Source: an optimization exercise on an open RTL-to-GDS flow (aim: small area). Production flows keep margins and buffers that such runs may drop.
The RTL was checked by simulation tests, not by an equivalence proof against the original design.
Power and IR drop assume default switching activity.

## range_match_tree_param
module range_match_tree_param
#(
    parameter int DATA_WIDTH = 32,
    parameter int DEPTH      = 5,
    parameter int RIDS_WIDTH = 32,
    localparam int NODE_W    = rmt_pkg::node_idx_width(DEPTH),
    localparam int NODES     = rmt_pkg::node_count(DEPTH),
    localparam int LEAVES    = rmt_pkg::leaf_count(DEPTH),
    localparam int WDATA_W   = (DATA_WIDTH > RIDS_WIDTH) ? DATA_WIDTH : RIDS_WIDTH
) (
    input  logic                  clk,
    input  logic                  reset,
    input  logic                  in_valid,
    input  logic [DATA_WIDTH-1:0] in_key,
    input  logic                  cfg_we,
    input  logic                  cfg_sel,
    input  logic [NODE_W-1:0]     cfg_addr,
    input  logic [WDATA_W-1:0]    cfg_wdata,
    output logic                  out_valid,
    output logic [RIDS_WIDTH-1:0] out_rids,
    output logic [DEPTH-1:0]      out_leaf
);
    localparam logic [DATA_WIDTH-1:0] KEY_INV = rmt_pkg::EVEN_MASK[DATA_WIDTH-1:0];
    logic [NODES*DATA_WIDTH-1:0]  bnd;
    logic [LEAVES*RIDS_WIDTH-1:0] rids_n;
    logic [WDATA_W-1:0] wd;
    assign wd = cfg_wdata & {WDATA_W{~reset}};
    for (genvar i = 0; i < NODES; i++) begin : g_bnd
        localparam logic [DATA_WIDTH-1:0] POL = rmt_pkg::bound_pol(rmt_pkg::node_level(i));
        logic we;
        assign we = reset | (cfg_we & ~cfg_sel & (cfg_addr == NODE_W'(i)));
        always_ff @(posedge clk)
  ...
Size in the first run: about 4000 cells after synthesis, ~110 I/O pins, roughly 77000 um^2 of cells after synthesis.
Settings: LEC_CHECK=0, CAP_MARGIN=5, CORE_MARGIN=2, CORE_UTILIZATION=55, CTS_BUF_LIST=sky130_fd_sc_hd__clkbuf_8, CTS_CLUSTER_DIAMETER=45, CTS_CLUSTER_SIZE=16, SLEW_MARGIN=5, SYNTH_HIERARCHICAL=1; clock period 6.0 ns.
standard.sh (not shown) runs the stock make flow with config.mk's settings and CLKGATE_MAP_FILE= SYNTH_SCRIPT=/design/flow/synth_recipe.tcl, a recipe that flattens the netlist after the stock synthesis.
==> flow/flow/run.sh <==
#!/bin/bash
# Standard layout with two changes:
#  - after the standard synthesis, every combinational cell is set to the smallest drive
#    strength of its type (flip-flops untouched); repair sizes up what timing needs;
#  - the port buffers are sky130_fd_sc_hd__buf_1 instead of the resizer's default pick;
#  - clock tree synthesis inserts no dummy loads.
# Each tool's output goes to a log file of its own in this folder.
set -euo pipefail
R=orfs/results/${FLOW_PLATFORM}/range_match_tree_param/base
LIB=${FLOW_HOME}/platforms/${FLOW_PLATFORM}/lib/sky130_fd_sc_hd__tt_025C_1v80.lib

bash standard.sh synth > synth.log 2>&1

cp "$R/1_2_yosys.v" "$R/1_2_yosys.standard.v"
python3 flow/downsize.py "$LIB" "$R/1_2_yosys.standard.v" "$R/1_2_yosys.v" > downsize.log 2>&1
rm -f "$R/1_synth.odb"
bash standard.sh synth > synth_odb.log 2>&1

export BUFFER_PORTS_ARGS="-buffer_cell sky130_fd_sc_hd__buf_1"
export CTS_ARGS="-sink_clustering_enable -repair_clock_nets -dont_use_dummy_load -sink_clustering_size 16 -sink_clustering_max_diameter 45 -buf_list sky130_fd_sc_hd__clkbuf_8"
bash standard.sh > layout.log 2>&1
Other scripts of this flow, unchanged in this note and not shown: flow/flow/downsize.py
Next try:
--- a/flow/flow/run.sh
+++ b/flow/flow/run.sh
@@ -1,4 +1,4 @@
 #!/bin/bash
-# Standard layout with two changes:
+# Standard layout with three changes:
 #  - after the standard synthesis, every combinational cell is set to the smallest drive
 #    strength of its type (flip-flops untouched); repair sizes up what timing needs;
@@ -18,4 +18,4 @@
 
 export BUFFER_PORTS_ARGS="-buffer_cell sky130_fd_sc_hd__buf_1"
-export CTS_ARGS="-sink_clustering_enable -repair_clock_nets -dont_use_dummy_load -sink_clustering_size 16 -sink_clustering_max_diameter 45 -buf_list sky130_fd_sc_hd__clkbuf_8"
+export CTS_ARGS="-sink_clustering_enable -repair_clock_nets -dont_use_dummy_load -sink_clustering_size 18 -sink_clustering_max_diameter 55 -buf_list sky130_fd_sc_hd__clkbuf_8"
 bash standard.sh > layout.log 2>&1
--- a/flow/config.mk
+++ b/flow/config.mk
@@ -10,6 +10,6 @@
 export CORE_UTILIZATION = 55
 export CTS_BUF_LIST = sky130_fd_sc_hd__clkbuf_8
-export CTS_CLUSTER_DIAMETER = 45
-export CTS_CLUSTER_SIZE = 16
+export CTS_CLUSTER_DIAMETER = 55
+export CTS_CLUSTER_SIZE = 18
 export SLEW_MARGIN = 5
 export SYNTH_HIERARCHICAL = 1
Effect:
- power went down by 2.1%
- worst setup slack degrades by 0.025 ns
- global-route usage went down by 0.10 points
- area after synthesis does not change
- clock power went down by about 9%
- count of clock-buffer cells in the layout went down by 37
- register-to-register slack degrades by 0.03 ns
Next try:
==> flow/flow/run.sh (replaced) <==
#!/bin/bash
# Standard layout with two changes:
#  - after the standard synthesis, every combinational cell is set to the smallest drive
#    strength of its type (flip-flops untouched); repair sizes up what timing needs;
#  - the port buffers are sky130_fd_sc_hd__buf_1 instead of the resizer's default pick.
# Each tool's output goes to a log file of its own in this folder.
set -euo pipefail
R=orfs/results/${FLOW_PLATFORM}/range_match_tree_param/base
LIB=${FLOW_HOME}/platforms/${FLOW_PLATFORM}/lib/sky130_fd_sc_hd__tt_025C_1v80.lib

bash standard.sh synth > synth.log 2>&1

cp "$R/1_2_yosys.v" "$R/1_2_yosys.standard.v"
python3 flow/downsize.py "$LIB" "$R/1_2_yosys.standard.v" "$R/1_2_yosys.v" > downsize.log 2>&1
rm -f "$R/1_synth.odb"
bash standard.sh synth > synth_odb.log 2>&1

export BUFFER_PORTS_ARGS="-buffer_cell sky130_fd_sc_hd__buf_1"
bash standard.sh > layout.log 2>&1
==> flow/config.mk (replaced) <==
export PLATFORM = sky130hd
export DESIGN_NAME = range_match_tree_param
export DESIGN_NICKNAME = range_match_tree_param
export VERILOG_FILES = /design/flow/design.v
export SDC_FILE = /design/flow/constraint.sdc
export NUM_CORES = 4
export LEC_CHECK = 0
export CAP_MARGIN = 20
export CORE_MARGIN = 2
export CORE_UTILIZATION = 40
export CTS_BUF_LIST = sky130_fd_sc_hd__clkbuf_8
export CTS_CLUSTER_DIAMETER = 40
export CTS_CLUSTER_SIZE = 12
export SLEW_MARGIN = 20
export SYNTH_HIERARCHICAL = 1
=> Total power rises by about 9%; critical path depth rises by 1; register-to-register slack stays flat; routed wire length rises by about 1.3%; first-iteration DRC count falls by 9.9%.
Next try:
--- a/flow/flow/run.sh
+++ b/flow/flow/run.sh
@@ -1,7 +1,8 @@
 #!/bin/bash
-# Standard layout with two changes:
+# Standard layout with three changes:
 #  - after the standard synthesis, every combinational cell is set to the smallest drive
 #    strength of its type (flip-flops untouched); repair sizes up what timing needs;
-#  - the port buffers are sky130_fd_sc_hd__buf_1 instead of the resizer's default pick.
+#  - the port buffers are sky130_fd_sc_hd__buf_1 instead of the resizer's default pick;
+#  - clock tree synthesis inserts no dummy loads.
 # Each tool's output goes to a log file of its own in this folder.
 set -euo pipefail
@@ -17,3 +18,4 @@
 
 export BUFFER_PORTS_ARGS="-buffer_cell sky130_fd_sc_hd__buf_1"
+export CTS_ARGS="-sink_clustering_enable -repair_clock_nets -dont_use_dummy_load -sink_clustering_size 18 -sink_clustering_max_diameter 45 -buf_list sky130_fd_sc_hd__clkbuf_8"
 bash standard.sh > layout.log 2>&1
==> flow/config.mk (replaced) <==
export PLATFORM = sky130hd
export DESIGN_NAME = range_match_tree_param
export DESIGN_NICKNAME = range_match_tree_param
export VERILOG_FILES = /design/flow/design.v
export SDC_FILE = /design/flow/constraint.sdc
export NUM_CORES = 4
export LEC_CHECK = 0
export CAP_MARGIN = 5
export CORE_MARGIN = 2
export CORE_UTILIZATION = 55
export CTS_BUF_LIST = sky130_fd_sc_hd__clkbuf_8
export CTS_CLUSTER_DIAMETER = 45
export CTS_CLUSTER_SIZE = 18
export SLEW_MARGIN = 5
export SYNTH_HIERARCHICAL = 1
After rerunning: Area after synthesis stays the same; clock power goes down by a quarter to a third; sequential share of layout area goes up by 2.5 points; fmax goes down slightly; wire length goes down slightly; count of clock-buffer cells in the layout goes down by 58; critical path depth goes down by 1; sequential power barely changes; non-clock buffer count goes down by 9.
Next try:
--- a/flow/flow/run.sh
+++ b/flow/flow/run.sh
@@ -18,4 +18,4 @@
 
 export BUFFER_PORTS_ARGS="-buffer_cell sky130_fd_sc_hd__buf_1"
-export CTS_ARGS="-sink_clustering_enable -repair_clock_nets -dont_use_dummy_load -sink_clustering_size 18 -sink_clustering_max_diameter 45 -buf_list sky130_fd_sc_hd__clkbuf_8"
+export CTS_ARGS="-sink_clustering_enable -repair_clock_nets -dont_use_dummy_load -sink_clustering_size 16 -sink_clustering_max_diameter 45 -buf_list sky130_fd_sc_hd__clkbuf_8"
 bash standard.sh > layout.log 2>&1
--- a/flow/config.mk
+++ b/flow/config.mk
@@ -11,5 +11,5 @@
 export CTS_BUF_LIST = sky130_fd_sc_hd__clkbuf_8
 export CTS_CLUSTER_DIAMETER = 45
-export CTS_CLUSTER_SIZE = 18
+export CTS_CLUSTER_SIZE = 16
 export SLEW_MARGIN = 5
 export SYNTH_HIERARCHICAL = 1
Clock power climbs by about 2%.
Wire length stays flat.
Global-route usage stays flat.
Final cell count is about the same.
Worst setup slack improves by 0.052 ns.
Non-clock buffer count does not change.
Critical path depth climbs by 2.
Clock skew drops by 0.024 ns.
Die area does not change.
Area after synthesis does not change.
Cell area hardly moves.


rev 12:
Starting RTL as in the previous note.
clock: 6.0 ns
lec_check: 0
cap_margin: 0
core_margin: 2
core_utilization: 55
cts_buf_list: sky130_fd_sc_hd__clkbuf_8
cts_cluster_diameter: 45
cts_cluster_size: 18
slew_margin: 0
synth_hierarchical: 1
==> flow/flow/run.sh <==
#!/bin/bash
# Standard layout with three changes:
#  - after the standard synthesis, every combinational cell is set to the smallest drive
#    strength of its type (flip-flops untouched); repair sizes up what timing needs;
#  - the port buffers are sky130_fd_sc_hd__buf_1 instead of the resizer's default pick;
#  - clock tree synthesis inserts no dummy loads.
# Each tool's output goes to a log file of its own in this folder.
set -euo pipefail
R=orfs/results/${FLOW_PLATFORM}/range_match_tree_param/base
LIB=${FLOW_HOME}/platforms/${FLOW_PLATFORM}/lib/sky130_fd_sc_hd__tt_025C_1v80.lib

bash standard.sh synth > synth.log 2>&1

cp "$R/1_2_yosys.v" "$R/1_2_yosys.standard.v"
python3 flow/downsize.py "$LIB" "$R/1_2_yosys.standard.v" "$R/1_2_yosys.v" > downsize.log 2>&1
rm -f "$R/1_synth.odb"
bash standard.sh synth > synth_odb.log 2>&1

export BUFFER_PORTS_ARGS="-buffer_cell sky130_fd_sc_hd__buf_1"
export CTS_ARGS="-sink_clustering_enable -repair_clock_nets -dont_use_dummy_load -sink_clustering_size 18 -sink_clustering_max_diameter 45 -buf_list sky130_fd_sc_hd__clkbuf_8"
bash standard.sh > layout.log 2>&1
Other scripts of this flow, unchanged in this note and not shown: flow/flow/downsize.py
Here is what was changed in the inputs of rev 13 compared with rev 12.
Settings: a change of SLEW_MARGIN from 0 to 5; a change of CTS_CLUSTER_SIZE from 18 to 16; a change of CAP_MARGIN from 0 to 5.
diff --git a/flow/flow/run.sh b/flow/flow/run.sh
--- a/flow/flow/run.sh
+++ b/flow/flow/run.sh
@@ -2 +2 @@
-# Standard layout with three changes:
+# Standard layout with two changes:
@@ -5,2 +5 @@
-#  - the port buffers are sky130_fd_sc_hd__buf_1 instead of the resizer's default pick;
-#  - clock tree synthesis inserts no dummy loads.
+#  - the port buffers are sky130_fd_sc_hd__buf_1 instead of the resizer's default pick.
@@ -20 +18,0 @@
-export CTS_ARGS="-sink_clustering_enable -repair_clock_nets -dont_use_dummy_load -sink_clustering_size 18 -sink_clustering_max_diameter 45 -buf_list sky130_fd_sc_hd__clkbuf_8"
## What came out
Compared rev 13 against rev 12; synthesized cell count within noise.
Compared with rev 12, rev 13 ends up with a larger final cell area.
Higher power per standard cell area was reported by rev 13, not rev 12.
Re endpoint required time on the critical path: rev 12 was lower than rev 13.
Diff rev 12 -> rev 13: clock distribution area overhead in the final layout went up, final core utilization went up, wire length went up, worst hold slack across all endpoints went up.

-- what the ideal ports hide --
In the flow no input, the clock included, has a driving cell. The finished layouts below were timed again as built, in two steps. Step 1: set_driving_cell puts a clkbuf_16 on clk and a buf_2 on each other input, an assumption about the parent block. Step 2 adds t to the input delays and takes it off the output delays; t is the mean of the earliest and latest rising clock arrival at the registers after step 1. Input paths then give back, and output paths get back, about the clock's delay inside the block. Slacks: ideal / step 1 / step 2; pairs: ideal / step 1.
run	t, ns	slack for setup (ns)	clock arrival spread, ns
the first run of note 1	0.993	0.631 / 0.631 / 0.631	0.096 / 0.096
the second run of note 1	0.967	0.606 / 0.606 / 0.606	0.079 / 0.079
the third run of note 1	1.055	0.613 / 0.613 / 0.613	0.071 / 0.071
the fourth run of note 1	0.988	0.579 / 0.579 / 0.579	0.109 / 0.109
the fifth run of note 1	0.993	0.631 / 0.631 / 0.631	0.096 / 0.096
rev 12	0.988	0.579 / 0.579 / 0.579	0.109 / 0.109
rev 13	1.008	0.552 / 0.552 / 0.552	0.052 / 0.052
After both steps setup and hold are still met in every run listed.
